Context: an optimization exercise on an open-source flow, tuned for small area, a short achievable clock period and few clock cycles per item. The choices shown serve that exercise and are no tape-out recipe. RTL that was checked went through simulation tests only; none was proved equivalent to the original.

==> flow/design.v (excerpt) <==
module midpoint_ellipse_point_generator_unit
#(
	parameter int RADIUS_BITS = 10,
	parameter int COORD_BITS  = 12
) (
	input  wire                          clk,
	input  wire                          arst_n,
	input  wire                          psel,
	input  wire                          penable,
	input  wire                          pwrite,
	input  wire  [2:0]                   paddr,
	input  wire  [31:0]                  pwdata,
	output logic [31:0]                  prdata,
	output logic                         pready,
	input  wire                          item_valid,
	output logic                         item_ready,
	input  wire                          item_command,
	input  wire  [RADIUS_BITS-1:0]       item_radius_x,
	input  wire  [RADIUS_BITS-1:0]       item_radius_y,
	input  wire  signed [COORD_BITS-1:0] item_centre_x,
	input  wire  signed [COORD_BITS-1:0] item_centre_y,
	output logic                         result_valid,
	input  wire                          result_ready,
	output logic signed [COORD_BITS:0]   result_right_x,
	output logic signed [COORD_BITS:0]   result_left_x,
	output logic signed [COORD_BITS:0]   result_upper_y,
	output logic signed [COORD_BITS:0]   result_lower_y,
	output logic                         result_lower_valid,
	output logic                         result_visible,
	output logic                         result_done_res
);
clock: 11.0 ns
lec_check: 0
cap_margin: 20
core_margin: 2
core_utilization: 40
cts_cluster_diameter: 100
cts_cluster_size: 20
slew_margin: 20
standard.sh (not shown) runs the stock make flow with config.mk's settings and CLKGATE_MAP_FILE= SYNTH_SCRIPT=/design/flow/synth_recipe.tcl, a recipe that flattens the netlist after the stock synthesis.
==> flow/flow/run.sh <==
#!/bin/bash
set -euo pipefail
MARGIN=$(cat flow/margin.txt)
bash standard.sh synth > synth.log 2>&1
bash standard.sh SETUP_SLACK_MARGIN=$MARGIN finish > layout.log 2>&1
==> flow/flow/margin.txt <==
6.15
Next try:
--- a/flow/design.v
+++ b/flow/design.v
@@ -91,17 +91,17 @@
 	output logic                         result_visible,
 	output logic                         result_done_res
 );
 	localparam int DW = 34;    
 	localparam int MW = 32;    
 	localparam int AW = 20;    
 	localparam int KW = 24;    
 	localparam int OW = COORD_BITS + 1;
-	localparam int DBK = 0, GBK = 0, MBK = 0;    
+	localparam int DBK = 0, GBK = 0, MBK = 1;    
 	logic       upper_n_q;     
 	logic       skip0_n_q;     
 	logic [7:1] skip_h_q;      
 	wire        upper_q = !upper_n_q;
 	wire  [7:0] skip_q  = {skip_h_q, !skip0_n_q};
 	assign pready = 1'b1;
 	always_ff @(posedge clk or negedge arst_n) begin
 		if (!arst_n) begin
What happened: Area after synthesis grows by 0.41%. Die area grows by 0.40%. Worst hold slack gains 18 ps. Design area grows by 1.6%. Clock skew grows by 3.3 ps.
No run of this note included a check of the RTL's function; only the layout flow was run.

========
Another version of the RTL of midpoint_ellipse_point_generator_unit (not shown whole).
Size in the first run: about 2400 cells after synthesis, about 270 flip-flops, about 21000 um^2 of cells after synthesis.
Settings: LEC_CHECK=0, CAP_MARGIN=20, CORE_MARGIN=2, CORE_UTILIZATION=40, CTS_CLUSTER_DIAMETER=100, CTS_CLUSTER_SIZE=20, SLEW_MARGIN=20; clock period 11.0 ns.
Scripts as last shown in full above: flow/flow/run.sh, flow/flow/margin.txt
Testbench counts at the start, summed over its fixed seeds: cycles 48,607, items 46,359.
Change:
--- a/flow/design.v
+++ b/flow/design.v
@@ -88,19 +88,19 @@
 	output logic signed [COORD_BITS:0]   result_upper_y,
 	output logic signed [COORD_BITS:0]   result_lower_y,
 	output logic                         result_lower_valid,
 	output logic                         result_visible,
 	output logic                         result_done_res
 );
 	localparam int DW = 34;    
 	localparam int MW = 32;    
 	localparam int AW = 20;    
-	localparam int KW = 23;    
+	localparam int KW = 24;    
 	localparam int OW = COORD_BITS + 1;
 	localparam int DBK = 0, GBK = 1, MBK = 1;    
 	logic       upper_n_q;     
 	logic       skip0_n_q;     
 	logic [7:1] skip_h_q;      
 	wire        upper_q = !upper_n_q;
 	wire  [7:0] skip_q  = {skip_h_q, !skip0_n_q};
 	assign pready = 1'b1;
 	always_ff @(posedge clk or negedge arst_n) begin
@@ -151,19 +151,18 @@
 	wire emit       = seq_free && ((pcnt_q != 2'd0) || acc_step) && out_free;
 	wire y_zero     = (uyo_q == lyo_q);
 	wire done_now   = !(r1 || r2) || (r2 && dy_q && y_zero);
 	wire step_live  = emit && !done_now;
 	wire dneg       = D_q[DW-1];
 	wire diag       = r1 ? !dneg : dneg;
 	wire mv_x       = r1 || diag;
 	wire mv_y       = r2 || diag;
 	wire f1_load    = (ph_q == PH_F1);
-	wire [OW-1:0] uy_sum = uyo_q + (f1_load ? lyo_q : {OW{dy_q}});
 	wire bx = lxo_q[cnt_q];
 	wire by = lyo_q[cnt_q];
 	wire signed [DW-1:0] m4  = DW'(signed'(M_q)) <<< 2;
 	wire signed [DW-1:0] g4  = DW'(signed'(G_q)) <<< 2;
 	wire signed [DW-1:0] a4  = DW'({a_q, 2'b00});
 	wire signed [DW-1:0] ck4 = DW'({CK_q, 2'b00});
 	logic s_xm4, s_diag1, s_xa4, s_xd, s_xck, s_xnm2, s_yg4, s_yg2, s_yna4, s_ya;
 	logic s_z1b, s_z1ck, s_z1nm, s_z2a;
 	wire signed [DW-1:0] xop = ({DW{s_xm4}} & m4) | ({DW{s_diag1}} & g4) | ({DW{s_xa4}} & a4)
@@ -215,33 +214,33 @@
 		if (acc_start) begin
 			rxo_q <= OW'(item_centre_x);
 			lxo_q <= OW'(item_radius_x);
 			uyo_q <= OW'(item_centre_y);
 			lyo_q <= OW'(item_radius_y);
 			dx_q  <= 1'b0;
 			dy_q  <= 1'b0;
 		end else if (f1_load) begin
 			lxo_q <= rxo_q;
-			uyo_q <= uy_sum;
+			uyo_q <= uyo_q + lyo_q;
 			lyo_q <= uyo_q - lyo_q;
 		end else if (emit) begin
 			if (done_now) begin
 				rxo_q  <= '0;
 				lxo_q  <= '0;
 				uyo_q  <= '0;
 				lyo_q  <= '0;
 				lv_q   <= 1'b0;
 				vis_q  <= 1'b0;
 				done_q <= 1'b1;
 			end else begin
 				rxo_q  <= rxo_q + OW'(dx_q);
 				lxo_q  <= lxo_q - OW'(dx_q);
-				uyo_q  <= uy_sum;
+				uyo_q  <= uyo_q - OW'(dy_q);
 				lyo_q  <= lyo_q + OW'(dy_q);
 				vis_q  <= (n_q >= skip_q);
 				lv_q   <= (n_q >= skip_q) && !upper_q;
 				done_q <= 1'b0;
 				dx_q   <= mv_x;
 				dy_q   <= mv_y;
 			end
 		end
 		if (f1_load || (tr_q == 3'd4)) begin
Worst setup slack gets better by 0.040 ns.
Design area fell by 1.0%.
Global-route usage went up by 0.49 points.
Clock skew increases by 0.0062 ns.
Routed wire length is higher by 0.94%.
Via count fell by 0.53%.
Register-to-register slack is better by 0.07 ns.
Testbench counts after the change, summed over its fixed seeds: cycles 48,607, items 46,359.

afterwards: timing with drivers on the ports:
In the flow no input, the clock included, has a driving cell. The finished layouts below were timed again as built, in two steps.
Step 1 assumes that a clkbuf_16 drives the clock port and a buf_2 every other input.
Step 2, shift: input delay + t, output delay - t, t = (earliest + latest rising clock arrival at the registers) / 2. This alone moves slack from input paths to output paths.
a / b / c = ideal / step 1 / step 2; a / b = the first two.
run	shift t [ns]	slack for setup (ns)	worst data-port slew with drivers (ns)	pins driven straight from the clock port
the first run of note 1	0.596	6.164 / 6.035 / 5.613	0.13	1
the second run of note 1	0.590	6.160 / 6.062 / 5.695	0.12	1
the first run of note 2	0.590	6.122 / 6.011 / 5.609	0.12	1
the second run of note 2	0.587	6.163 / 6.070 / 5.718	0.12	1
After both steps every run listed still meets setup and hold. For the first run of note 1, which loses most, drivers alone change the setup slack by -0.129 ns; drivers and shift together by -0.551 ns.
